This is an optimization exercise on Yosys and OpenROAD, whose aim is small area, a short achievable clock period and few clock cycles per item, not a production implementation. Function was checked by simulation only, so behaviour that the tests miss may differ from the original. No activity file was given, so power comes from the tool's default toggle rates.

==> run C <==
==> flow/design.v (excerpt) <==
module matrix_dac_top
(
    input  logic          clk_250MHz,
    input  logic          rst,
    input  logic          trg,
    input  logic          psel,
    input  logic          penable,
    input  logic          pwrite,
    input  logic [15:0]   paddr,
    input  logic [31:0]   pwdata,
    output logic [31:0]   prdata,
    output logic          pready,
    output logic          pslverr,
    output logic [1:0]    state,
    output logic          dac_en,
    output logic [2:0]    dac_row,
    output logic [9:0]    dac_sample
);
make LEC_CHECK=0 CAP_MARGIN=30 CORE_MARGIN=2 CORE_UTILIZATION=30 CTS_BUF_LIST=sky130_fd_sc_hd__clkbuf_8 PLACE_DENSITY=0.5 SETUP_SLACK_MARGIN=5 SLEW_MARGIN=40 SYNTH_MEMORY_MAX_BITS=8192 finish   # period 10.0 ns
run.sh (not shown) runs the stock make flow with config.mk's settings and CLKGATE_MAP_FILE= SYNTH_SCRIPT=/design/flow/synth_recipe.tcl, a recipe that flattens the netlist after the stock synthesis.
==> inputs of run G, as changes to run C <==
--- a/flow/design.v
+++ b/flow/design.v
@@ -101,16 +101,18 @@
     logic                   half0;
     logic                   half1;
     logic                   acc0;
     logic                   acc1;
     logic                   first_op;
     logic                   first_acc;
     logic [SAMPLE_W-1:0]    x [LANES];
+    logic [LANES*COE_W-1:0] y_lo;
+    logic [LANES*COE_W-1:0] y_hi;
+    logic [LANES*COE_W-1:0] y_hi2;
     logic [LANES*COE_W-1:0] y_cur;
-    logic [LANES*COE_W-1:0] y_nxt;
     assign free = !half0;
     assign busy = half0 || half1 || acc0;
     assign mid  = acc1;
     always_ff @(posedge clk_250MHz) begin
         if (rst) begin
             half0 <= 1'b0;
             half1 <= 1'b0;
@@ -122,128 +124,195 @@
             acc0  <= half0;
             acc1  <= half1;
         end
     end
     always_ff @(posedge clk_250MHz) begin
         if (issue) begin
             first_op <= first_in;
-            y_cur    <= y_in[LANES*COE_W-1:0];
-            y_nxt    <= y_in[MAX_ROWS*COE_W-1:LANES*COE_W];
-        end else begin
-            y_cur    <= y_nxt;
         end
+        y_lo  <= y_in[LANES*COE_W-1:0];
+        y_hi  <= y_in[MAX_ROWS*COE_W-1:LANES*COE_W];
+        y_hi2 <= y_hi;
         first_acc <= first_op;
     end
+    assign y_cur = half1 ? y_hi2 : y_lo;
     for (genvar l = 0; l < LANES; l++) begin : g_lane
         logic [ACC_W-1:0]  acc_a;
         logic [ACC_W-1:0]  acc_b;
         logic [ACC_W-1:0]  base;
-        logic [PROD_W-1:0] prod;
+        logic [COE_W*PROD_W-1:0] pp;
+        logic [PROD_W-1:0] ps;
+        logic [PROD_W-1:0] pc;
+        logic [PROD_W-1:0] prod_s;
+        logic [PROD_W-1:0] prod_c;
+        for (genvar i = 0; i < COE_W; i++) begin : g_pp
+            assign pp[i*PROD_W +: PROD_W] = y_cur[l*COE_W + i] ? (PROD_W'(x[l]) << i) : '0;
+        end
+        csa_tree #(.N(COE_W), .W(PROD_W)) tree_i (
+            .rows (pp),
+            .sum  (ps),
+            .cry  (pc)
+        );
         always_ff @(posedge clk_250MHz) begin
             if (issue) begin
                 x[l] <= x_in;
             end
-            prod <= x[l] * y_cur[l*COE_W +: COE_W];
+            prod_s <= ps;
+            prod_c <= pc;
         end
         assign base = first_acc ? '0 : acc_a;
         always_ff @(posedge clk_250MHz) begin
             if (acc0 || acc1) begin
                 acc_a <= acc_b;
-                acc_b <= base + ACC_W'(prod);
+                acc_b <= base + ACC_W'(prod_s) + ACC_W'(prod_c);
             end
         end
         assign sums_a[l*ACC_W +: ACC_W] = acc_a;
         assign sums_b[l*ACC_W +: ACC_W] = acc_b;
     end
 endmodule
 `default_nettype wire
 `default_nettype none
+module csa_tree #(
+    parameter int N = 10,
+    parameter int W = 20
+) (
+    input  logic [N*W-1:0] rows,
+    output logic [W-1:0]   sum,
+    output logic [W-1:0]   cry
+);
+    localparam int G  = N / 3;
+    localparam int M1 = N - G;
+    logic [M1*W-1:0] nxt;
+    for (genvar g = 0; g < G; g++) begin : g_fa
+        logic [W-1:0] a;
+        logic [W-1:0] b;
+        logic [W-1:0] c;
+        assign a = rows[(3*g)*W +: W];
+        assign b = rows[(3*g+1)*W +: W];
+        assign c = rows[(3*g+2)*W +: W];
+        assign nxt[(2*g)*W +: W]   = a ^ b ^ c;
+        assign nxt[(2*g+1)*W +: W] = ((a & b) | (a & c) | (b & c)) << 1;
+    end
+    for (genvar k = 0; k < N - 3*G; k++) begin : g_pass
+        assign nxt[(2*G+k)*W +: W] = rows[(3*G+k)*W +: W];
+    end
+    if (M1 <= 2) begin : g_done
+        assign sum = nxt[W-1:0];
+        assign cry = nxt[M1*W-1 -: W];
+    end else begin : g_more
+        csa_tree #(.N(M1), .W(W)) next_i (
+            .rows (nxt),
+            .sum  (sum),
+            .cry  (cry)
+        );
+    end
+endmodule
+`default_nettype wire
+`default_nettype none
 import dac_cfg_pkg::*;
 module dac_divider
 (
     input  logic                       clk_250MHz,
     input  logic                       rst,
     input  logic                       go,
     input  logic                       last,
     input  logic [ROW_W-1:0]           row,
     input  logic [MAX_ROWS*ACC_W/2-1:0] sums_a,
     input  logic [MAX_ROWS*ACC_W/2-1:0] sums_b,
     input  logic                       mid,
     input  logic [DIV_W-1:0]           divisor,
+    input  logic [3*(DIV_W+3)-1:0]     neg_div,
     output logic                       done,
     output logic                       dac_en,
     output logic [ROW_W-1:0]           dac_row,
     output logic [DAC_W-1:0]           dac_sample
 );
+    localparam int SW = DIV_W + 3;
     logic [ACC_W-1:0] dividend;
-    logic [3:1]       v;
-    logic [3:1]       lst;
-    logic [ROW_W-1:0] rw   [1:3];
-    logic [3:1]       sat;
-    logic [DIV_W-1:0] rem  [1:3];
-    logic [DAC_W-1:0] quo  [1:3];
-    logic [DAC_W-1:0] low  [1:3];
-    logic [DIV_W-1:0] r_in  [1:4];
-    logic [DAC_W-1:0] q_in  [1:4];
-    logic [DAC_W-1:0] l_in  [1:4];
-    logic [DIV_W-1:0] r_out [1:4];
-    logic [DAC_W-1:0] q_out [1:4];
-    logic [DAC_W-1:0] l_out [1:4];
     logic             use_b;
     logic [1:0]       lane;
     assign use_b    = row[ROW_W-1] || mid;
     assign lane     = row[1:0];
     assign dividend = use_b ? sums_b[lane*ACC_W +: ACC_W] : sums_a[lane*ACC_W +: ACC_W];
+    logic [2:1]       v;
+    logic [2:1]       lst;
+    logic [ROW_W-1:0] rw   [1:2];
+    logic [2:1]       sat;
+    logic [DIV_W-1:0] rem  [1:2];
+    logic [DAC_W-1:0] quo  [1:2];
+    logic [DAC_W-1:0] low  [1:2];
+    logic [DIV_W-1:0] r_in  [1:3];
+    logic [DAC_W-1:0] q_in  [1:3];
+    logic [DAC_W-1:0] l_in  [1:3];
+    logic [DIV_W-1:0] r_out [1:3];
+    logic [DAC_W-1:0] q_out [1:3];
+    logic [DAC_W-1:0] l_out [1:3];
     assign r_in[1] = dividend[DAC_W+DIV_W-1:DAC_W];
     assign q_in[1] = '0;
     assign l_in[1] = dividend[DAC_W-1:0];
-    for (genvar s = 2; s <= 4; s++) begin : g_in
+    for (genvar s = 2; s <= 3; s++) begin : g_in
         assign r_in[s] = rem[s-1];
         assign q_in[s] = quo[s-1];
         assign l_in[s] = low[s-1];
     end
-    for (genvar s = 1; s <= 4; s++) begin : g_stage
-        localparam int STEPS = (s == 1 || s == 4) ? 2 : 3;
-        logic [DIV_W:0] t;
+    for (genvar s = 1; s <= 3; s++) begin : g_stage
+        localparam int STEPS = (s == 1) ? 1 : 2;
+        logic [DIV_W+1:0] t;
+        logic [SW-1:0]    d1;
+        logic [SW-1:0]    d2;
+        logic [SW-1:0]    d3;
         always_comb begin
             r_out[s] = r_in[s];
             q_out[s] = q_in[s];
             l_out[s] = l_in[s];
             for (int i = 0; i < STEPS; i++) begin
-                t = {r_out[s], l_out[s][DAC_W-1]};
-                l_out[s] = {l_out[s][DAC_W-2:0], 1'b0};
-                q_out[s] = {q_out[s][DAC_W-2:0], t >= {1'b0, divisor}};
-                r_out[s] = q_out[s][0] ? DIV_W'(t - {1'b0, divisor}) : t[DIV_W-1:0];
+                t  = {r_out[s], l_out[s][DAC_W-1:DAC_W-2]};
+                d1 = {1'b0, t} + neg_div[0*SW +: SW];
+                d2 = {1'b0, t} + neg_div[1*SW +: SW];
+                d3 = {1'b0, t} + neg_div[2*SW +: SW];
+                l_out[s] = {l_out[s][DAC_W-3:0], 2'b00};
+                if (!d3[SW-1]) begin
+                    q_out[s] = {q_out[s][DAC_W-3:0], 2'd3};
+                    r_out[s] = d3[DIV_W-1:0];
+                end else if (!d2[SW-1]) begin
+                    q_out[s] = {q_out[s][DAC_W-3:0], 2'd2};
+                    r_out[s] = d2[DIV_W-1:0];
+                end else if (!d1[SW-1]) begin
+                    q_out[s] = {q_out[s][DAC_W-3:0], 2'd1};
+                    r_out[s] = d1[DIV_W-1:0];
+                end else begin
+                    q_out[s] = {q_out[s][DAC_W-3:0], 2'd0};
+                    r_out[s] = t[DIV_W-1:0];
+                end
             end
         end
     end
     always_ff @(posedge clk_250MHz) begin
         if (rst) begin
             v      <= '0;
             dac_en <= 1'b0;
         end else begin
-            v      <= {v[2:1], go};
-            dac_en <= v[3];
+            v      <= {v[1], go};
+            dac_en <= v[2];
         end
-        lst <= {lst[2:1], last};
+        lst <= {lst[1], last};
         sat[1] <= dividend[ACC_W-1:DAC_W] >= (ACC_W-DAC_W)'(divisor);
         rw[1]  <= row;
-        for (int s = 2; s <= 3; s++) begin
-            sat[s] <= sat[s-1];
-            rw[s]  <= rw[s-1];
-        end
-        for (int s = 1; s <= 3; s++) begin
+        sat[2] <= sat[1];
+        rw[2]  <= rw[1];
+        for (int s = 1; s <= 2; s++) begin
             rem[s] <= r_out[s];
             quo[s] <= q_out[s];
             low[s] <= l_out[s];
         end
-        dac_row    <= rw[3];
-        dac_sample <= sat[3] ? DAC_W'(DAC_MAX) : q_out[4];
+        dac_row    <= rw[2];
+        dac_sample <= sat[2] ? DAC_W'(DAC_MAX) : q_out[3];
     end
-    assign done = v[3] && lst[3];
+    assign done = v[2] && lst[2];
 endmodule
 `default_nettype wire
 `default_nettype none
 import dac_cfg_pkg::*;
 module mvm_ctrl
 (
     input  logic                clk_250MHz,
@@ -344,15 +413,16 @@
     output logic                   req_coe,
     output logic [ROW_W-1:0]       req_row,
     output logic [COL_W-1:0]       req_col,
     output logic [SAMPLE_W-1:0]    req_dat,
     output logic                   cols_wr,
     output logic [ROW_W:0]         num_rows,
     output logic [COL_W:0]         num_cols,
-    output logic [DIV_W-1:0]       divisor
+    output logic [DIV_W-1:0]       divisor,
+    output logic [3*(DIV_W+3)-1:0] neg_div
 );
     dac_bus_pkg::apb_addr_u  addr;
     logic [1:0] region;
     logic       bad_addr;
     logic       wr;
     assign addr     = apb.paddr;
     assign region   = addr.cfg.region;
@@ -368,14 +438,25 @@
                 CFG_ROWS: prdata = 32'(num_rows);
                 CFG_COLS: prdata = 32'(num_cols);
                 CFG_DIV:  prdata = 32'(divisor);
                 default:  prdata = '0;
             endcase
         end
     end
+    logic [DIV_W+2:0] div1;
+    logic [DIV_W+2:0] div2;
+    assign div1 = (DIV_W+3)'(apb.pwdata[DIV_W-1:0]);
+    assign div2 = {div1[DIV_W+1:0], 1'b0};
+    always_ff @(posedge clk_250MHz) begin
+        if (rst) begin
+            neg_div <= {-(DIV_W+3)'(3), -(DIV_W+3)'(2), -(DIV_W+3)'(1)};
+        end else if (wr && region == REGION_CFG && addr.cfg.index == CFG_DIV) begin
+            neg_div <= {-(div1 + div2), -div2, -div1};
+        end
+    end
     always_ff @(posedge clk_250MHz) begin
         if (rst) begin
             num_rows <= {{ROW_W{1'b0}}, 1'b1};
             num_cols <= {{COL_W{1'b0}}, 1'b1};
             divisor  <= {{(DIV_W-1){1'b0}}, 1'b1};
         end else if (wr && region == REGION_CFG) begin
             case (addr.cfg.index)
@@ -435,14 +516,15 @@
     logic [ROW_W-1:0]            req_row;
     logic [COL_W-1:0]            req_col;
     logic [SAMPLE_W-1:0]         req_dat;
     logic                        cols_wr;
     logic [ROW_W:0]              num_rows;
     logic [COL_W:0]              num_cols;
     logic [DIV_W-1:0]            divisor;
+    logic [3*(DIV_W+3)-1:0]      neg_div;
     logic [MAX_COLS-1:0]         rd_sel;
     logic                        rd_hit;
     logic [SAMPLE_W-1:0]         vec_rdat;
     logic [MAX_ROWS*COE_W-1:0]   coe_rdat;
     logic [SAMPLE_W-1:0]         vec_rdat0;
     logic [MAX_ROWS*COE_W-1:0]   coe_rdat0;
     logic [SAMPLE_W-1:0]         vec_col;
@@ -474,15 +556,16 @@
         .req_coe     (req_coe),
         .req_row     (req_row),
         .req_col     (req_col),
         .req_dat     (req_dat),
         .cols_wr     (cols_wr),
         .num_rows    (num_rows),
         .num_cols    (num_cols),
-        .divisor     (divisor)
+        .divisor     (divisor),
+        .neg_div     (neg_div)
     );
     sample_ram #(.DEPTH(MAX_COLS), .WIDTH(SAMPLE_W)) vec_ram_i (
         .clk_250MHz (clk_250MHz),
         .wen        (req_vec),
         .waddr      (req_col),
         .wdat       (req_dat),
         .rsel       (rd_sel),
@@ -549,14 +632,15 @@
         .go         (out_go),
         .last       (out_last),
         .row        (out_row),
         .sums_a     (sums_a),
         .sums_b     (sums_b),
         .mid        (mac_mid),
         .divisor    (divisor),
+        .neg_div    (neg_div),
         .done       (div_done),
         .dac_en     (dac_en),
         .dac_row    (dac_row),
         .dac_sample (dac_sample)
     );
 endmodule
 `default_nettype wire
==> inputs of run A, as changes to run C <==
--- a/flow/design.v
+++ b/flow/design.v
@@ -122,57 +122,106 @@
             acc0  <= half0;
             acc1  <= half1;
         end
     end
     always_ff @(posedge clk_250MHz) begin
         if (issue) begin
             first_op <= first_in;
-            y_cur    <= y_in[LANES*COE_W-1:0];
-            y_nxt    <= y_in[MAX_ROWS*COE_W-1:LANES*COE_W];
-        end else begin
-            y_cur    <= y_nxt;
         end
+        y_cur <= issue ? y_in[LANES*COE_W-1:0] : y_nxt;
+        y_nxt <= y_in[MAX_ROWS*COE_W-1:LANES*COE_W];
         first_acc <= first_op;
     end
     for (genvar l = 0; l < LANES; l++) begin : g_lane
         logic [ACC_W-1:0]  acc_a;
         logic [ACC_W-1:0]  acc_b;
         logic [ACC_W-1:0]  base;
-        logic [PROD_W-1:0] prod;
+        logic [COE_W*PROD_W-1:0] pp;
+        logic [PROD_W-1:0] ps;
+        logic [PROD_W-1:0] pc;
+        logic [PROD_W-1:0] prod_s;
+        logic [PROD_W-1:0] prod_c;
+        for (genvar i = 0; i < COE_W; i++) begin : g_pp
+            assign pp[i*PROD_W +: PROD_W] = y_cur[l*COE_W + i] ? (PROD_W'(x[l]) << i) : '0;
+        end
+        csa_tree #(.N(COE_W), .W(PROD_W)) tree_i (
+            .rows (pp),
+            .sum  (ps),
+            .cry  (pc)
+        );
         always_ff @(posedge clk_250MHz) begin
             if (issue) begin
                 x[l] <= x_in;
             end
-            prod <= x[l] * y_cur[l*COE_W +: COE_W];
+            prod_s <= ps;
+            prod_c <= pc;
         end
         assign base = first_acc ? '0 : acc_a;
         always_ff @(posedge clk_250MHz) begin
             if (acc0 || acc1) begin
                 acc_a <= acc_b;
-                acc_b <= base + ACC_W'(prod);
+                acc_b <= base + ACC_W'(prod_s) + ACC_W'(prod_c);
             end
         end
         assign sums_a[l*ACC_W +: ACC_W] = acc_a;
         assign sums_b[l*ACC_W +: ACC_W] = acc_b;
     end
 endmodule
 `default_nettype wire
 `default_nettype none
+module csa_tree #(
+    parameter int N = 10,
+    parameter int W = 20
+) (
+    input  logic [N*W-1:0] rows,
+    output logic [W-1:0]   sum,
+    output logic [W-1:0]   cry
+);
+    localparam int G  = N / 3;
+    localparam int M1 = N - G;
+    logic [M1*W-1:0] nxt;
+    for (genvar g = 0; g < G; g++) begin : g_fa
+        logic [W-1:0] a;
+        logic [W-1:0] b;
+        logic [W-1:0] c;
+        assign a = rows[(3*g)*W +: W];
+        assign b = rows[(3*g+1)*W +: W];
+        assign c = rows[(3*g+2)*W +: W];
+        assign nxt[(2*g)*W +: W]   = a ^ b ^ c;
+        assign nxt[(2*g+1)*W +: W] = ((a & b) | (a & c) | (b & c)) << 1;
+    end
+    for (genvar k = 0; k < N - 3*G; k++) begin : g_pass
+        assign nxt[(2*G+k)*W +: W] = rows[(3*G+k)*W +: W];
+    end
+    if (M1 <= 2) begin : g_done
+        assign sum = nxt[W-1:0];
+        assign cry = nxt[M1*W-1 -: W];
+    end else begin : g_more
+        csa_tree #(.N(M1), .W(W)) next_i (
+            .rows (nxt),
+            .sum  (sum),
+            .cry  (cry)
+        );
+    end
+endmodule
+`default_nettype wire
+`default_nettype none
 import dac_cfg_pkg::*;
 module dac_divider
 (
     input  logic                       clk_250MHz,
     input  logic                       rst,
     input  logic                       go,
     input  logic                       last,
     input  logic [ROW_W-1:0]           row,
     input  logic [MAX_ROWS*ACC_W/2-1:0] sums_a,
     input  logic [MAX_ROWS*ACC_W/2-1:0] sums_b,
     input  logic                       mid,
     input  logic [DIV_W-1:0]           divisor,
+    input  logic [DIV_W+1:0]           neg_div,
     output logic                       done,
     output logic                       dac_en,
     output logic [ROW_W-1:0]           dac_row,
     output logic [DAC_W-1:0]           dac_sample
 );
     logic [ACC_W-1:0] dividend;
     logic [3:1]       v;
@@ -199,24 +248,26 @@
     for (genvar s = 2; s <= 4; s++) begin : g_in
         assign r_in[s] = rem[s-1];
         assign q_in[s] = quo[s-1];
         assign l_in[s] = low[s-1];
     end
     for (genvar s = 1; s <= 4; s++) begin : g_stage
         localparam int STEPS = (s == 1 || s == 4) ? 2 : 3;
-        logic [DIV_W:0] t;
+        logic [DIV_W:0]   t;
+        logic [DIV_W+1:0] d;
         always_comb begin
             r_out[s] = r_in[s];
             q_out[s] = q_in[s];
             l_out[s] = l_in[s];
             for (int i = 0; i < STEPS; i++) begin
                 t = {r_out[s], l_out[s][DAC_W-1]};
+                d = {1'b0, t} + neg_div;
                 l_out[s] = {l_out[s][DAC_W-2:0], 1'b0};
-                q_out[s] = {q_out[s][DAC_W-2:0], t >= {1'b0, divisor}};
-                r_out[s] = q_out[s][0] ? DIV_W'(t - {1'b0, divisor}) : t[DIV_W-1:0];
+                q_out[s] = {q_out[s][DAC_W-2:0], !d[DIV_W+1]};
+                r_out[s] = d[DIV_W+1] ? t[DIV_W-1:0] : d[DIV_W-1:0];
             end
         end
     end
     always_ff @(posedge clk_250MHz) begin
         if (rst) begin
             v      <= '0;
             dac_en <= 1'b0;
@@ -344,15 +395,16 @@
     output logic                   req_coe,
     output logic [ROW_W-1:0]       req_row,
     output logic [COL_W-1:0]       req_col,
     output logic [SAMPLE_W-1:0]    req_dat,
     output logic                   cols_wr,
     output logic [ROW_W:0]         num_rows,
     output logic [COL_W:0]         num_cols,
-    output logic [DIV_W-1:0]       divisor
+    output logic [DIV_W-1:0]       divisor,
+    output logic [DIV_W+1:0]       neg_div
 );
     dac_bus_pkg::apb_addr_u  addr;
     logic [1:0] region;
     logic       bad_addr;
     logic       wr;
     assign addr     = apb.paddr;
     assign region   = addr.cfg.region;
@@ -370,14 +422,21 @@
                 CFG_DIV:  prdata = 32'(divisor);
                 default:  prdata = '0;
             endcase
         end
     end
     always_ff @(posedge clk_250MHz) begin
         if (rst) begin
+            neg_div <= '1;
+        end else if (wr && region == REGION_CFG && addr.cfg.index == CFG_DIV) begin
+            neg_div <= -{2'b00, apb.pwdata[DIV_W-1:0]};
+        end
+    end
+    always_ff @(posedge clk_250MHz) begin
+        if (rst) begin
             num_rows <= {{ROW_W{1'b0}}, 1'b1};
             num_cols <= {{COL_W{1'b0}}, 1'b1};
             divisor  <= {{(DIV_W-1){1'b0}}, 1'b1};
         end else if (wr && region == REGION_CFG) begin
             case (addr.cfg.index)
                 CFG_ROWS: num_rows <= apb.pwdata[ROW_W:0];
                 CFG_COLS: num_cols <= apb.pwdata[COL_W:0];
@@ -435,14 +494,15 @@
     logic [ROW_W-1:0]            req_row;
     logic [COL_W-1:0]            req_col;
     logic [SAMPLE_W-1:0]         req_dat;
     logic                        cols_wr;
     logic [ROW_W:0]              num_rows;
     logic [COL_W:0]              num_cols;
     logic [DIV_W-1:0]            divisor;
+    logic [DIV_W+1:0]            neg_div;
     logic [MAX_COLS-1:0]         rd_sel;
     logic                        rd_hit;
     logic [SAMPLE_W-1:0]         vec_rdat;
     logic [MAX_ROWS*COE_W-1:0]   coe_rdat;
     logic [SAMPLE_W-1:0]         vec_rdat0;
     logic [MAX_ROWS*COE_W-1:0]   coe_rdat0;
     logic [SAMPLE_W-1:0]         vec_col;
@@ -474,15 +534,16 @@
         .req_coe     (req_coe),
         .req_row     (req_row),
         .req_col     (req_col),
         .req_dat     (req_dat),
         .cols_wr     (cols_wr),
         .num_rows    (num_rows),
         .num_cols    (num_cols),
-        .divisor     (divisor)
+        .divisor     (divisor),
+        .neg_div     (neg_div)
     );
     sample_ram #(.DEPTH(MAX_COLS), .WIDTH(SAMPLE_W)) vec_ram_i (
         .clk_250MHz (clk_250MHz),
         .wen        (req_vec),
         .waddr      (req_col),
         .wdat       (req_dat),
         .rsel       (rd_sel),
@@ -549,14 +610,15 @@
         .go         (out_go),
         .last       (out_last),
         .row        (out_row),
         .sums_a     (sums_a),
         .sums_b     (sums_b),
         .mid        (mac_mid),
         .divisor    (divisor),
+        .neg_div    (neg_div),
         .done       (div_done),
         .dac_en     (dac_en),
         .dac_row    (dac_row),
         .dac_sample (dac_sample)
     );
 endmodule
 `default_nettype wire
PLACE_DENSITY = 0.45   (was 0.5)
==> summary of the runs <==
Run A completed without violations. Run C finished clean. Run G went through all stages and came out clean. The lowest die area belongs to run A, the highest to run G. Between run A and run C, the lower core utilization is in run C (gap 0.091 points). The highest final cell count belongs to run C, the lowest to run G. Non-clock buffer count, lowest first: run G, run C, run A. Sequential share of layout area: run A > run G > run C. Maximum frequency: run A is smaller than run C (3.4%). Synthesized cell count: run G < run A < run C. Between run G and run A, the lower global-route usage is in run G (gap 1.5 points). Power, highest first: run C, run A, run G. The highest count of clock-buffer cells in the layout belongs to run A, the lowest to run C. The lowest register-to-register slack belongs to run A, the highest to run G.
Testbench counts of run C, summed over its fixed seeds: cycles 10,061, runs 96.
Testbench counts of run G, summed over its fixed seeds: cycles 9,965, runs 96.
Testbench counts of run A, summed over its fixed seeds: cycles 10,061, runs 96.

-- what the ideal ports hide --
The results above use ideal ports. As a check the final layouts listed here were re-extracted and re-timed, cells and wires unchanged.
Step 1 sets driving cells, clkbuf_16 on the clock port and buf_2 on the other inputs (assumed; they add their load-dependent delay and slew).
Step 2 also shifts input and output timing later by t, the mid clock arrival at the registers, as if the neighbouring blocks saw the same clock.
a / b / c = ideal ports / drivers / drivers and shift; a / b = the first two.
run	t, ns	setup slack, ns	worst register clock-pin slew, ns
run C	1.571	4.836 / 4.836 / 4.836	0.08 / 0.08
run G	1.512	5.005 / 4.965 / 4.965	0.07 / 0.07
run A	1.613	4.657 / 4.657 / 4.657	0.07 / 0.07
After both steps every run listed still meets setup and hold. The setup slack of run G, which loses most, moves by -0.040 ns with the drivers and by -0.040 ns with both steps.
